What follows belongs to an exercise in optimizing a design on an open flow for small area and few clock cycles; a production flow would make more cautious choices. Function was checked by simulation only, so behaviour that the tests miss may differ from the original. Power figures rest on the tool's default switching activity, not on a simulated workload.

==> inputs of 06-26 <==
==> flow/design.v <==
`default_nettype none
package cache_geom_pkg;
    localparam int addr_bits = 32;
    localparam int offset_bits = 5;
    localparam int byte_sel_bits = 2;
    localparam int word_sel_bits = offset_bits - byte_sel_bits;
    localparam int num_ways = 2;
    localparam int way_bits = 1;
    localparam logic [way_bits-1:0] way_0 = 1'b0;
    localparam logic [way_bits-1:0] way_1 = 1'b1;
endpackage
`default_nettype wire
`default_nettype none
package pmem_bus_pkg;
    localparam int line_bits = 256;
    localparam int word_bits = 32;
    localparam int byte_bits = 8;
    localparam int be_bits = word_bits / byte_bits;
    localparam int words_per_line = line_bits / word_bits;
endpackage
`default_nettype wire
`timescale 1ns/1ns
`default_nettype none
module cache_control (
    input wire clk,
    input wire rst,
    input wire mem_read,
    input wire mem_write,
    input wire hit,
    input wire dirty,
    input wire pmem_resp,
    output logic fill,
    output logic hit_write,
    output logic filling,
    output logic address_sel,
    output logic pmem_read,
    output logic pmem_write,
    output logic mem_resp,
    output logic stall,
    output logic [31:0] miss_count
);
    localparam logic [1:0] idle = 2'd0;
    localparam logic [1:0] write_back = 2'd1;
    localparam logic [1:0] miss = 2'd2;
    logic [1:0] state;
    logic request;
    logic lookup;
    logic lookup_miss;
    assign request = mem_read || mem_write;
    assign lookup = (state == idle) && request;
    assign lookup_miss = lookup && !hit;
    assign filling = (state == miss);
    assign fill = filling && pmem_resp;
    assign hit_write = lookup && hit && mem_write;
    assign mem_resp = (lookup && hit) || fill;
    assign stall = request && !mem_resp;
    assign pmem_write = (state == write_back) || (lookup_miss && dirty);
    assign pmem_read = filling || (lookup_miss && !dirty);
    assign address_sel = pmem_write;
    always_ff @(posedge clk) begin
        if (rst) begin
            state <= idle;
            miss_count <= '0;
        end else begin
            case (state)
                idle: begin
                    if (lookup_miss) begin
                        state <= dirty ? write_back : miss;
                        miss_count <= miss_count + 32'd1;
                    end
                end
                write_back: begin
                    if (pmem_resp) begin
                        state <= miss;
                    end
                end
                miss: begin
                    if (pmem_resp) begin
                        state <= idle;
                    end
                end
                default: begin
                    state <= idle;
                end
            endcase
        end
    end
endmodule
`default_nettype wire
`timescale 1ns/1ns
`default_nettype none
module cache_datapath #(
    parameter int s_index = 3
) (
    input wire clk,
    input wire rst,
    input wire [cache_geom_pkg::addr_bits-1:0] mem_address,
    input wire [pmem_bus_pkg::word_bits-1:0] mem_wdata,
    input wire [pmem_bus_pkg::be_bits-1:0] mem_byte_enable,
    input wire mem_write,
    input wire fill,
    input wire hit_write,
    input wire filling,
    input wire answer,
    input wire address_sel,
    input wire [pmem_bus_pkg::line_bits-1:0] pmem_rdata,
    output logic [pmem_bus_pkg::word_bits-1:0] mem_rdata,
    output logic [cache_geom_pkg::addr_bits-1:0] pmem_address,
    output logic [pmem_bus_pkg::line_bits-1:0] pmem_wdata,
    output logic hit,
    output logic dirty
);
    localparam int offset_bits = cache_geom_pkg::offset_bits;
    localparam int tag_bits = cache_geom_pkg::addr_bits - s_index - offset_bits;
    localparam int num_sets = 1 << s_index;
    localparam int num_lines = 2 * num_sets;
    localparam int line_bits = pmem_bus_pkg::line_bits;
    localparam int word_bits = pmem_bus_pkg::word_bits;
    localparam int byte_bits = pmem_bus_pkg::byte_bits;
    localparam int be_bits = pmem_bus_pkg::be_bits;
    localparam int words = pmem_bus_pkg::words_per_line;
    localparam int line_bytes = line_bits / byte_bits;
    logic [tag_bits-1:0] tag;
    logic [s_index-1:0] index;
    logic [cache_geom_pkg::word_sel_bits-1:0] word_sel;
    assign tag = mem_address[cache_geom_pkg::addr_bits-1 -: tag_bits];
    assign index = mem_address[offset_bits +: s_index];
    assign word_sel = mem_address[cache_geom_pkg::byte_sel_bits +: cache_geom_pkg::word_sel_bits];
    logic [num_lines-1:0][line_bits-1:0] data_q;
    logic [num_lines-1:0][tag_bits-1:0] tag_q;
    logic [num_lines-1:0] valid_q;
    logic [num_lines-1:0] dirty_q;
    logic [num_sets-1:0] lru_q;
    logic [num_sets-1:0] set_oh;
    always_comb begin
        for (int s = 0; s < num_sets; s++) begin
            set_oh[s] = (index == s[s_index-1:0]);
        end
    end
    logic [num_sets-1:0][2*tag_bits+4:0] set_q;
    always_comb begin
        for (int s = 0; s < num_sets; s++) begin
            set_q[s] = {tag_q[2*s+1], valid_q[2*s+1], dirty_q[2*s+1],
                        tag_q[2*s], valid_q[2*s], dirty_q[2*s], lru_q[s]};
        end
    end
    logic [tag_bits-1:0] tag0, tag1;
    logic valid0, valid1, dirty0, dirty1, victim;
    cache_line_select #(
        .n(num_sets),
        .width(2*tag_bits+5)
    ) tag_select_inst (
        .sel(set_oh),
        .d(set_q),
        .y({tag1, valid1, dirty1, tag0, valid0, dirty0, victim})
    );
    logic hit0, hit1, way;
    assign hit0 = valid0 && (tag0 == tag);
    assign hit1 = valid1 && (tag1 == tag);
    assign hit = hit0 || hit1;
    assign way = hit ? hit1 : victim;
    assign dirty = victim ? (valid1 && dirty1) : (valid0 && dirty0);
    logic [num_lines-1:0] line_oh;
    always_comb begin
        for (int s = 0; s < num_sets; s++) begin
            line_oh[2*s] = set_oh[s] && !way;
            line_oh[2*s+1] = set_oh[s] && way;
        end
    end
    logic [num_sets-1:0][line_bits-1:0] way0_data, way1_data;
    always_comb begin
        for (int s = 0; s < num_sets; s++) begin
            way0_data[s] = data_q[2*s];
            way1_data[s] = data_q[2*s+1];
        end
    end
    logic [line_bits-1:0] line0, line1;
    cache_line_select #(
        .n(num_sets),
        .width(line_bits)
    ) line0_select_inst (
        .sel(set_oh),
        .d(way0_data),
        .y(line0)
    );
    cache_line_select #(
        .n(num_sets),
        .width(line_bits)
    ) line1_select_inst (
        .sel(set_oh),
        .d(way1_data),
        .y(line1)
    );
    assign pmem_wdata = victim ? line1 : line0;
    logic [3*words-1:0] word_oh;
    always_comb begin
        for (int w = 0; w < words; w++) begin
            word_oh[w] = (word_sel == w) && !filling && !hit1;
            word_oh[words+w] = (word_sel == w) && !filling && hit1;
            word_oh[2*words+w] = (word_sel == w) && filling;
        end
    end
    cache_line_select #(
        .n(3*words),
        .width(word_bits)
    ) word_select_inst (
        .sel(word_oh),
        .d({pmem_rdata, line1, line0}),
        .y(mem_rdata)
    );
    assign pmem_address = {address_sel ? (victim ? tag1 : tag0) : tag, index, {offset_bits{1'b0}}};
    logic [line_bytes-1:0] lane_sel;
    logic [line_bytes-1:0] lane_we;
    logic [line_bits-1:0] wr_line;
    always_comb begin
        for (int b = 0; b < line_bytes; b++) begin
            lane_sel[b] = mem_write && mem_byte_enable[b % be_bits] && (word_sel == b / be_bits);
            lane_we[b] = fill || (hit_write && lane_sel[b]);
            wr_line[b*byte_bits +: byte_bits] = lane_sel[b] ?
                mem_wdata[(b % be_bits)*byte_bits +: byte_bits] :
                pmem_rdata[b*byte_bits +: byte_bits];
        end
    end
    always_ff @(posedge clk) begin
        for (int l = 0; l < num_lines; l++) begin
            for (int b = 0; b < line_bytes; b++) begin
                if (line_oh[l] && lane_we[b]) begin
                    data_q[l][b*byte_bits +: byte_bits] <= wr_line[b*byte_bits +: byte_bits];
                end
            end
            if (line_oh[l] && fill) begin
                tag_q[l] <= tag;
            end
        end
    end
    always_ff @(posedge clk) begin
        if (rst) begin
            valid_q <= '0;
            dirty_q <= '0;
            lru_q <= '0;
        end else begin
            for (int l = 0; l < num_lines; l++) begin
                if (line_oh[l] && fill) begin
                    valid_q[l] <= 1'b1;
                end
                if (line_oh[l] && (fill || hit_write)) begin
                    dirty_q[l] <= mem_write;
                end
            end
            for (int s = 0; s < num_sets; s++) begin
                if (set_oh[s] && answer) begin
                    lru_q[s] <= !way;
                end
            end
        end
    end
endmodule
`default_nettype wire
`default_nettype none
module cache_line_select #(
    parameter int n = 16,
    parameter int width = 256
) (
    input wire [n-1:0] sel,
    input wire [n-1:0][width-1:0] d,
    output logic [width-1:0] y
);
    for (genvar i = 0; i < width; i++) begin : g_bit
        logic [n-1:0] column;
        for (genvar k = 0; k < n; k++) begin : g_col
            assign column[k] = d[k][i];
        end
        cache_select_bit #(
            .n(n)
        ) bit_inst (
            .sel(sel),
            .d(column),
            .y(y[i])
        );
    end
endmodule
module cache_select_bit #(
    parameter int n = 16
) (
    input wire [n-1:0] sel,
    input wire [n-1:0] d,
    output logic y
);
    localparam int full = n / 3;
    localparam int rest = n % 3;
    localparam int groups = full + rest;
    logic [groups-1:0] group_n;
    for (genvar g = 0; g < groups; g++) begin : g_group
        localparam int lo = g < full ? 3 * g : 3 * full + (g - full);
        localparam int k = g < full ? 3 : 1;
        cache_aoi_group #(
            .k(k)
        ) group_inst (
            .sel(sel[lo +: k]),
            .d(d[lo +: k]),
            .y_n(group_n[g])
        );
    end
    cache_nand_reduce #(
        .m(groups)
    ) reduce_inst (
        .a(group_n),
        .y(y)
    );
endmodule
module cache_aoi_group #(
    parameter int k = 3
) (
    input wire [k-1:0] sel,
    input wire [k-1:0] d,
    output logic y_n
);
    assign y_n = !(|(sel & d));
endmodule
module cache_nand_reduce #(
    parameter int m = 6
) (
    input wire [m-1:0] a,
    output logic y
);
    assign y = !(&a);
endmodule
`default_nettype wire
`timescale 1ns/1ns
`default_nettype none
module cache #(
    parameter int s_index = 3
) (
    input wire clk,
    input wire rst,
    input wire mem_read,
    input wire mem_write,
    input wire [cache_geom_pkg::addr_bits-1:0] mem_address,
    input wire [pmem_bus_pkg::be_bits-1:0] mem_byte_enable,
    input wire [pmem_bus_pkg::word_bits-1:0] mem_wdata,
    output logic [pmem_bus_pkg::word_bits-1:0] mem_rdata,
    output logic mem_resp,
    output logic pmem_read,
    output logic pmem_write,
    output logic [cache_geom_pkg::addr_bits-1:0] pmem_address,
    output logic [pmem_bus_pkg::line_bits-1:0] pmem_wdata,
    input wire [pmem_bus_pkg::line_bits-1:0] pmem_rdata,
    input wire pmem_resp,
    output logic stall,
    output logic [31:0] miss_count
);
    logic fill;
    logic hit_write;
    logic filling;
    logic address_sel;
    logic hit;
    logic dirty;
    cache_control control_inst (
        .clk(clk),
        .rst(rst),
        .mem_read(mem_read),
        .mem_write(mem_write),
        .hit(hit),
        .dirty(dirty),
        .pmem_resp(pmem_resp),
        .fill(fill),
        .hit_write(hit_write),
        .filling(filling),
        .address_sel(address_sel),
        .pmem_read(pmem_read),
        .pmem_write(pmem_write),
        .mem_resp(mem_resp),
        .stall(stall),
        .miss_count(miss_count)
    );
    cache_datapath #(
        .s_index(s_index)
    ) datapath_inst (
        .clk(clk),
        .rst(rst),
        .mem_address(mem_address),
        .mem_wdata(mem_wdata),
        .mem_byte_enable(mem_byte_enable),
        .mem_write(mem_write),
        .fill(fill),
        .hit_write(hit_write),
        .filling(filling),
        .answer(mem_resp),
        .address_sel(address_sel),
        .pmem_rdata(pmem_rdata),
        .mem_rdata(mem_rdata),
        .pmem_address(pmem_address),
        .pmem_wdata(pmem_wdata),
        .hit(hit),
        .dirty(dirty)
    );
endmodule
`default_nettype wire
==> flow/flow/run.sh <==
#!/bin/bash
# Standard ORFS layout (the standard.sh, unchanged synthesis), with the
# port buffers and the clock tree made from smaller cells: buf_1 port
# buffers, and clock tree sinks clustered up to 12 per clkbuf_8 within
# 60 um, without dummy loads. All tool output goes to standard.log and the
# ORFS logs under orfs/logs.
set -euo pipefail
export BUFFER_PORTS_ARGS="-buffer_cell sky130_fd_sc_hd__buf_1"
export CTS_ARGS="-sink_clustering_enable -repair_clock_nets -dont_use_dummy_load -buf_list sky130_fd_sc_hd__clkbuf_8 -sink_clustering_size 12 -sink_clustering_max_diameter 60"
bash standard.sh > standard.log 2>&1
==> flow/standard.sh <==
#!/bin/bash
# synth_recipe.tcl (not shown) runs the flow's synth.tcl, then flattens the netlist and writes it again
# the make line also repeats each setting of config.mk as NAME=value (left out here)
make -C /OpenROAD-flow-scripts/flow DESIGN_CONFIG=/design/flow/config.mk WORK_HOME=/design/flow/orfs CLKGATE_MAP_FILE= SYNTH_SCRIPT=/design/flow/synth_recipe.tcl "${@:-finish}"
==> flow/config.mk <==
export PLATFORM = sky130hd
export DESIGN_NAME = cache
export DESIGN_NICKNAME = cache
export VERILOG_FILES = /design/flow/design.v
export SDC_FILE = /design/flow/constraint.sdc
export NUM_CORES = 4
export LEC_CHECK = 0
export CAP_MARGIN = 20
export CELL_PAD_IN_SITES_DETAIL_PLACEMENT = 1
export CELL_PAD_IN_SITES_GLOBAL_PLACEMENT = 1
export CORE_MARGIN = 2
export CORE_UTILIZATION = 50
export PLACE_DENSITY = 0.6
export SLEW_MARGIN = 20
export SYNTH_HIERARCHICAL = 1
export SYNTH_MINIMUM_KEEP_SIZE = 0
==> flow/constraint.sdc <==
create_clock -name core_clock -period 12.0 [get_ports {clk}]
set_input_delay 2.4000 -clock core_clock [delete_from_list [all_inputs] [get_ports {clk}]]
set_output_delay 2.4000 -clock core_clock [all_outputs]
set_load 0.01 [all_outputs]
==> 02-18: changes against 06-26 <==
--- a/flow/design.v
+++ b/flow/design.v
@@ -137,23 +137,26 @@
             set_oh[s] = (index == s[s_index-1:0]);
         end
     end
-    logic [num_sets-1:0][2*tag_bits+4:0] set_q;
+    logic [tag_bits-1:0] tag0, tag1;
+    logic valid0, valid1, dirty0, dirty1, victim;
     always_comb begin
+        tag0 = '0;
+        tag1 = '0;
+        valid0 = 1'b0;
+        valid1 = 1'b0;
+        dirty0 = 1'b0;
+        dirty1 = 1'b0;
+        victim = 1'b0;
         for (int s = 0; s < num_sets; s++) begin
-            set_q[s] = {tag_q[2*s+1], valid_q[2*s+1], dirty_q[2*s+1],
-                        tag_q[2*s], valid_q[2*s], dirty_q[2*s], lru_q[s]};
+            tag0 |= tag_q[2*s] & {tag_bits{set_oh[s]}};
+            tag1 |= tag_q[2*s+1] & {tag_bits{set_oh[s]}};
+            valid0 |= valid_q[2*s] & set_oh[s];
+            valid1 |= valid_q[2*s+1] & set_oh[s];
+            dirty0 |= dirty_q[2*s] & set_oh[s];
+            dirty1 |= dirty_q[2*s+1] & set_oh[s];
+            victim |= lru_q[s] & set_oh[s];
         end
     end
-    logic [tag_bits-1:0] tag0, tag1;
-    logic valid0, valid1, dirty0, dirty1, victim;
-    cache_line_select #(
-        .n(num_sets),
-        .width(2*tag_bits+5)
-    ) tag_select_inst (
-        .sel(set_oh),
-        .d(set_q),
-        .y({tag1, valid1, dirty1, tag0, valid0, dirty0, victim})
-    );
     logic hit0, hit1, way;
     assign hit0 = valid0 && (tag0 == tag);
     assign hit1 = valid1 && (tag1 == tag);
@@ -167,47 +170,17 @@
             line_oh[2*s+1] = set_oh[s] && way;
         end
     end
-    logic [num_sets-1:0][line_bits-1:0] way0_data, way1_data;
-    always_comb begin
-        for (int s = 0; s < num_sets; s++) begin
-            way0_data[s] = data_q[2*s];
-            way1_data[s] = data_q[2*s+1];
-        end
-    end
-    logic [line_bits-1:0] line0, line1;
-    cache_line_select #(
-        .n(num_sets),
-        .width(line_bits)
-    ) line0_select_inst (
-        .sel(set_oh),
-        .d(way0_data),
-        .y(line0)
-    );
-    cache_line_select #(
-        .n(num_sets),
-        .width(line_bits)
-    ) line1_select_inst (
-        .sel(set_oh),
-        .d(way1_data),
-        .y(line1)
-    );
-    assign pmem_wdata = victim ? line1 : line0;
-    logic [3*words-1:0] word_oh;
+    logic [line_bits-1:0] line_rd;
     always_comb begin
-        for (int w = 0; w < words; w++) begin
-            word_oh[w] = (word_sel == w) && !filling && !hit1;
-            word_oh[words+w] = (word_sel == w) && !filling && hit1;
-            word_oh[2*words+w] = (word_sel == w) && filling;
+        line_rd = '0;
+        for (int l = 0; l < num_lines; l++) begin
+            line_rd |= data_q[l] & {line_bits{line_oh[l]}};
         end
     end
-    cache_line_select #(
-        .n(3*words),
-        .width(word_bits)
-    ) word_select_inst (
-        .sel(word_oh),
-        .d({pmem_rdata, line1, line0}),
-        .y(mem_rdata)
-    );
+    assign pmem_wdata = line_rd;
+    logic [line_bits-1:0] line_out;
+    assign line_out = filling ? pmem_rdata : line_rd;
+    assign mem_rdata = line_out[word_sel*word_bits +: word_bits];
     assign pmem_address = {address_sel ? (victim ? tag1 : tag0) : tag, index, {offset_bits{1'b0}}};
     logic [line_bytes-1:0] lane_sel;
     logic [line_bytes-1:0] lane_we;
@@ -256,76 +229,6 @@
     end
 endmodule
 `default_nettype wire
-`default_nettype none
-module cache_line_select #(
-    parameter int n = 16,
-    parameter int width = 256
-) (
-    input wire [n-1:0] sel,
-    input wire [n-1:0][width-1:0] d,
-    output logic [width-1:0] y
-);
-    for (genvar i = 0; i < width; i++) begin : g_bit
-        logic [n-1:0] column;
-        for (genvar k = 0; k < n; k++) begin : g_col
-            assign column[k] = d[k][i];
-        end
-        cache_select_bit #(
-            .n(n)
-        ) bit_inst (
-            .sel(sel),
-            .d(column),
-            .y(y[i])
-        );
-    end
-endmodule
-module cache_select_bit #(
-    parameter int n = 16
-) (
-    input wire [n-1:0] sel,
-    input wire [n-1:0] d,
-    output logic y
-);
-    localparam int full = n / 3;
-    localparam int rest = n % 3;
-    localparam int groups = full + rest;
-    logic [groups-1:0] group_n;
-    for (genvar g = 0; g < groups; g++) begin : g_group
-        localparam int lo = g < full ? 3 * g : 3 * full + (g - full);
-        localparam int k = g < full ? 3 : 1;
-        cache_aoi_group #(
-            .k(k)
-        ) group_inst (
-            .sel(sel[lo +: k]),
-            .d(d[lo +: k]),
-            .y_n(group_n[g])
-        );
-    end
-    cache_nand_reduce #(
-        .m(groups)
-    ) reduce_inst (
-        .a(group_n),
-        .y(y)
-    );
-endmodule
-module cache_aoi_group #(
-    parameter int k = 3
-) (
-    input wire [k-1:0] sel,
-    input wire [k-1:0] d,
-    output logic y_n
-);
-    assign y_n = !(|(sel & d));
-endmodule
-module cache_nand_reduce #(
-    parameter int m = 6
-) (
-    input wire [m-1:0] a,
-    output logic y
-);
-    assign y = !(&a);
-endmodule
-`default_nettype wire
 `timescale 1ns/1ns
 `default_nettype none
 module cache #(
==> flow/run.sh (new file) <==
#!/bin/bash
# synth_recipe.tcl (not shown) runs the flow's synth.tcl, then flattens the netlist and writes it again
# the make line also repeats each setting of config.mk as NAME=value (left out here)
make -C /OpenROAD-flow-scripts/flow DESIGN_CONFIG=/design/flow/config.mk WORK_HOME=/design/flow/orfs CLKGATE_MAP_FILE= SYNTH_SCRIPT=/design/flow/synth_recipe.tcl finish
--- a/flow/config.mk
+++ b/flow/config.mk
@@ -9,8 +9,6 @@
 export CELL_PAD_IN_SITES_DETAIL_PLACEMENT = 1
 export CELL_PAD_IN_SITES_GLOBAL_PLACEMENT = 1
 export CORE_MARGIN = 2
-export CORE_UTILIZATION = 50
-export PLACE_DENSITY = 0.6
+export CORE_UTILIZATION = 30
+export PLACE_DENSITY = 0.4
 export SLEW_MARGIN = 20
-export SYNTH_HIERARCHICAL = 1
-export SYNTH_MINIMUM_KEEP_SIZE = 0
removed: flow/flow/run.sh
removed: flow/standard.sh
==> 10-23: changes against 06-26 <==
--- a/flow/design.v
+++ b/flow/design.v
@@ -167,45 +167,29 @@
             line_oh[2*s+1] = set_oh[s] && way;
         end
     end
-    logic [num_sets-1:0][line_bits-1:0] way0_data, way1_data;
-    always_comb begin
-        for (int s = 0; s < num_sets; s++) begin
-            way0_data[s] = data_q[2*s];
-            way1_data[s] = data_q[2*s+1];
-        end
-    end
-    logic [line_bits-1:0] line0, line1;
-    cache_line_select #(
-        .n(num_sets),
-        .width(line_bits)
-    ) line0_select_inst (
-        .sel(set_oh),
-        .d(way0_data),
-        .y(line0)
-    );
+    logic [line_bits-1:0] line_rd;
     cache_line_select #(
-        .n(num_sets),
+        .n(num_lines),
         .width(line_bits)
-    ) line1_select_inst (
-        .sel(set_oh),
-        .d(way1_data),
-        .y(line1)
+    ) line_select_inst (
+        .sel(line_oh),
+        .d(data_q),
+        .y(line_rd)
     );
-    assign pmem_wdata = victim ? line1 : line0;
-    logic [3*words-1:0] word_oh;
+    assign pmem_wdata = line_rd;
+    logic [2*words-1:0] word_oh;
     always_comb begin
         for (int w = 0; w < words; w++) begin
-            word_oh[w] = (word_sel == w) && !filling && !hit1;
-            word_oh[words+w] = (word_sel == w) && !filling && hit1;
-            word_oh[2*words+w] = (word_sel == w) && filling;
+            word_oh[w] = (word_sel == w) && !filling;
+            word_oh[words+w] = (word_sel == w) && filling;
         end
     end
     cache_line_select #(
-        .n(3*words),
+        .n(2*words),
         .width(word_bits)
     ) word_select_inst (
         .sel(word_oh),
-        .d({pmem_rdata, line1, line0}),
+        .d({pmem_rdata, line_rd}),
         .y(mem_rdata)
     );
     assign pmem_address = {address_sel ? (victim ? tag1 : tag0) : tag, index, {offset_bits{1'b0}}};
--- a/flow/config.mk
+++ b/flow/config.mk
@@ -9,8 +9,8 @@
 export CELL_PAD_IN_SITES_DETAIL_PLACEMENT = 1
 export CELL_PAD_IN_SITES_GLOBAL_PLACEMENT = 1
 export CORE_MARGIN = 2
-export CORE_UTILIZATION = 50
-export PLACE_DENSITY = 0.6
+export CORE_UTILIZATION = 60
+export PLACE_DENSITY = 0.7
 export SLEW_MARGIN = 20
 export SYNTH_HIERARCHICAL = 1
 export SYNTH_MINIMUM_KEEP_SIZE = 0
==> 05-21: changes against 06-26 <==
--- a/flow/design.v
+++ b/flow/design.v
@@ -167,45 +167,29 @@
             line_oh[2*s+1] = set_oh[s] && way;
         end
     end
-    logic [num_sets-1:0][line_bits-1:0] way0_data, way1_data;
-    always_comb begin
-        for (int s = 0; s < num_sets; s++) begin
-            way0_data[s] = data_q[2*s];
-            way1_data[s] = data_q[2*s+1];
-        end
-    end
-    logic [line_bits-1:0] line0, line1;
-    cache_line_select #(
-        .n(num_sets),
-        .width(line_bits)
-    ) line0_select_inst (
-        .sel(set_oh),
-        .d(way0_data),
-        .y(line0)
-    );
+    logic [line_bits-1:0] line_rd;
     cache_line_select #(
-        .n(num_sets),
+        .n(num_lines),
         .width(line_bits)
-    ) line1_select_inst (
-        .sel(set_oh),
-        .d(way1_data),
-        .y(line1)
+    ) line_select_inst (
+        .sel(line_oh),
+        .d(data_q),
+        .y(line_rd)
     );
-    assign pmem_wdata = victim ? line1 : line0;
-    logic [3*words-1:0] word_oh;
+    assign pmem_wdata = line_rd;
+    logic [2*words-1:0] word_oh;
     always_comb begin
         for (int w = 0; w < words; w++) begin
-            word_oh[w] = (word_sel == w) && !filling && !hit1;
-            word_oh[words+w] = (word_sel == w) && !filling && hit1;
-            word_oh[2*words+w] = (word_sel == w) && filling;
+            word_oh[w] = (word_sel == w) && !filling;
+            word_oh[words+w] = (word_sel == w) && filling;
         end
     end
     cache_line_select #(
-        .n(3*words),
+        .n(2*words),
         .width(word_bits)
     ) word_select_inst (
         .sel(word_oh),
-        .d({pmem_rdata, line1, line0}),
+        .d({pmem_rdata, line_rd}),
         .y(mem_rdata)
     );
     assign pmem_address = {address_sel ? (victim ? tag1 : tag0) : tag, index, {offset_bits{1'b0}}};
@@ -286,13 +270,11 @@
     input wire [n-1:0] d,
     output logic y
 );
-    localparam int full = n / 3;
-    localparam int rest = n % 3;
-    localparam int groups = full + rest;
+    localparam int groups = (n + 2) / 3;
     logic [groups-1:0] group_n;
     for (genvar g = 0; g < groups; g++) begin : g_group
-        localparam int lo = g < full ? 3 * g : 3 * full + (g - full);
-        localparam int k = g < full ? 3 : 1;
+        localparam int lo = 3 * g;
+        localparam int k = (n - lo) < 3 ? (n - lo) : 3;
         cache_aoi_group #(
             .k(k)
         ) group_inst (
--- a/flow/config.mk
+++ b/flow/config.mk
@@ -9,8 +9,8 @@
 export CELL_PAD_IN_SITES_DETAIL_PLACEMENT = 1
 export CELL_PAD_IN_SITES_GLOBAL_PLACEMENT = 1
 export CORE_MARGIN = 2
-export CORE_UTILIZATION = 50
-export PLACE_DENSITY = 0.6
+export CORE_UTILIZATION = 40
+export PLACE_DENSITY = 0.5
 export SLEW_MARGIN = 20
 export SYNTH_HIERARCHICAL = 1
 export SYNTH_MINIMUM_KEEP_SIZE = 0
==> results.txt <==
Result of the run: 06-26 timing/DRC/antenna clean; 02-18 timing/DRC/antenna clean; 10-23 timing/DRC/antenna clean; 05-21 timing/DRC/antenna clean
Startpoint of the most critical hold path: 06-26 datapath_inst.dirty_q[4]; 02-18 datapath_inst.dirty_q[9]; 10-23 datapath_inst.valid_q[12]; 05-21 datapath_inst.valid_q[5]
M2 GR Usage: 06-26 54.18%; 02-18 48.44%; 10-23 60.42%; 05-21 46.58%
Share of final-layout standard cells stronger than drive strength 1: 06-26 14.72%; 02-18 20.58%; 10-23 13.98%; 05-21 16.25%
Area of the core: 06-26 0.3395 mm2; 02-18 0.6065 mm2; 10-23 0.2767 mm2; 05-21 0.4163 mm2
Die height: 06-26 587.9 um; 02-18 784 um; 10-23 531.5 um; 05-21 650.4 um
Pin count of the biggest net entering global routing: 06-26 131; 02-18 93; 10-23 106; 05-21 91
Power per cell area: 06-26 148.0 mW/mm2; 02-18 169.7 mW/mm2; 10-23 148.8 mW/mm2; 05-21 148.5 mW/mm2
Number of levels in the clock H-tree: 06-26 5; 02-18 6; 10-23 5; 05-21 5
Slowest cell on the critical path: 06-26 nor3b_4; 02-18 clkdlybuf4s50_1; 10-23 or4_1; 05-21 a222oi_1
Cell depth of the worst setup path: 06-26 17; 02-18 19; 10-23 23; 05-21 23
Routed length per placed instance: 06-26 40.68 um; 02-18 45.13 um; 10-23 42.11 um; 05-21 40.23 um
Sequential area share after synthesis: 06-26 79.78%; 02-18 74.52%; 10-23 81.47%; 05-21 81.37%
Layout clock area frac: 06-26 3.156%; 02-18 7.752%; 10-23 3.159%; 05-21 3.331%
Testbench counts of 06-26, summed over its fixed seeds: cycles 37,919.
Testbench counts of 02-18, summed over its fixed seeds: cycles 37,919.
Testbench counts of 10-23, summed over its fixed seeds: cycles 37,919.
Testbench counts of 05-21, summed over its fixed seeds: cycles 37,919.

## static timing again, ports no longer ideal
No port has a modelled driver above. Below, the same layouts with a new extraction and two added sets of constraints.
Step 1, drivers: a clkbuf_16 drives clk and a buf_2 each remaining input, both assumed.
Step 2 also shifts input and output timing later by t, the mid clock arrival at the registers, as if the neighbouring blocks saw the same clock.
Three values: no drivers, after step 1, after step 2; two values: the first two.
| run | t, ns | setup slack, ns | hold WS [ns] | worst register clock-pin slew, ns |
|---|---|---|---|---|
| 06-26 | 1.222 | 0.906 / 0.878 / 0.878 | 0.468 / 0.468 / 0.468 | 0.09 / 0.09 |
| 02-18 | 1.218 | 0.342 / 0.285 / 0.285 | 0.469 / 0.469 / 0.469 | 0.06 / 0.06 |
| 10-23 | 1.215 | 0.384 / 0.358 / 0.358 | 0.477 / 0.477 / 0.477 | 0.10 / 0.10 |
| 05-21 | 1.271 | 0.261 / 0.239 / 0.239 | 0.486 / 0.486 / 0.486 | 0.09 / 0.09 |
After both steps setup and hold are still met in every run listed. The setup slack of 02-18, which loses most, moves by -0.057 ns with the drivers and by -0.057 ns with both steps.
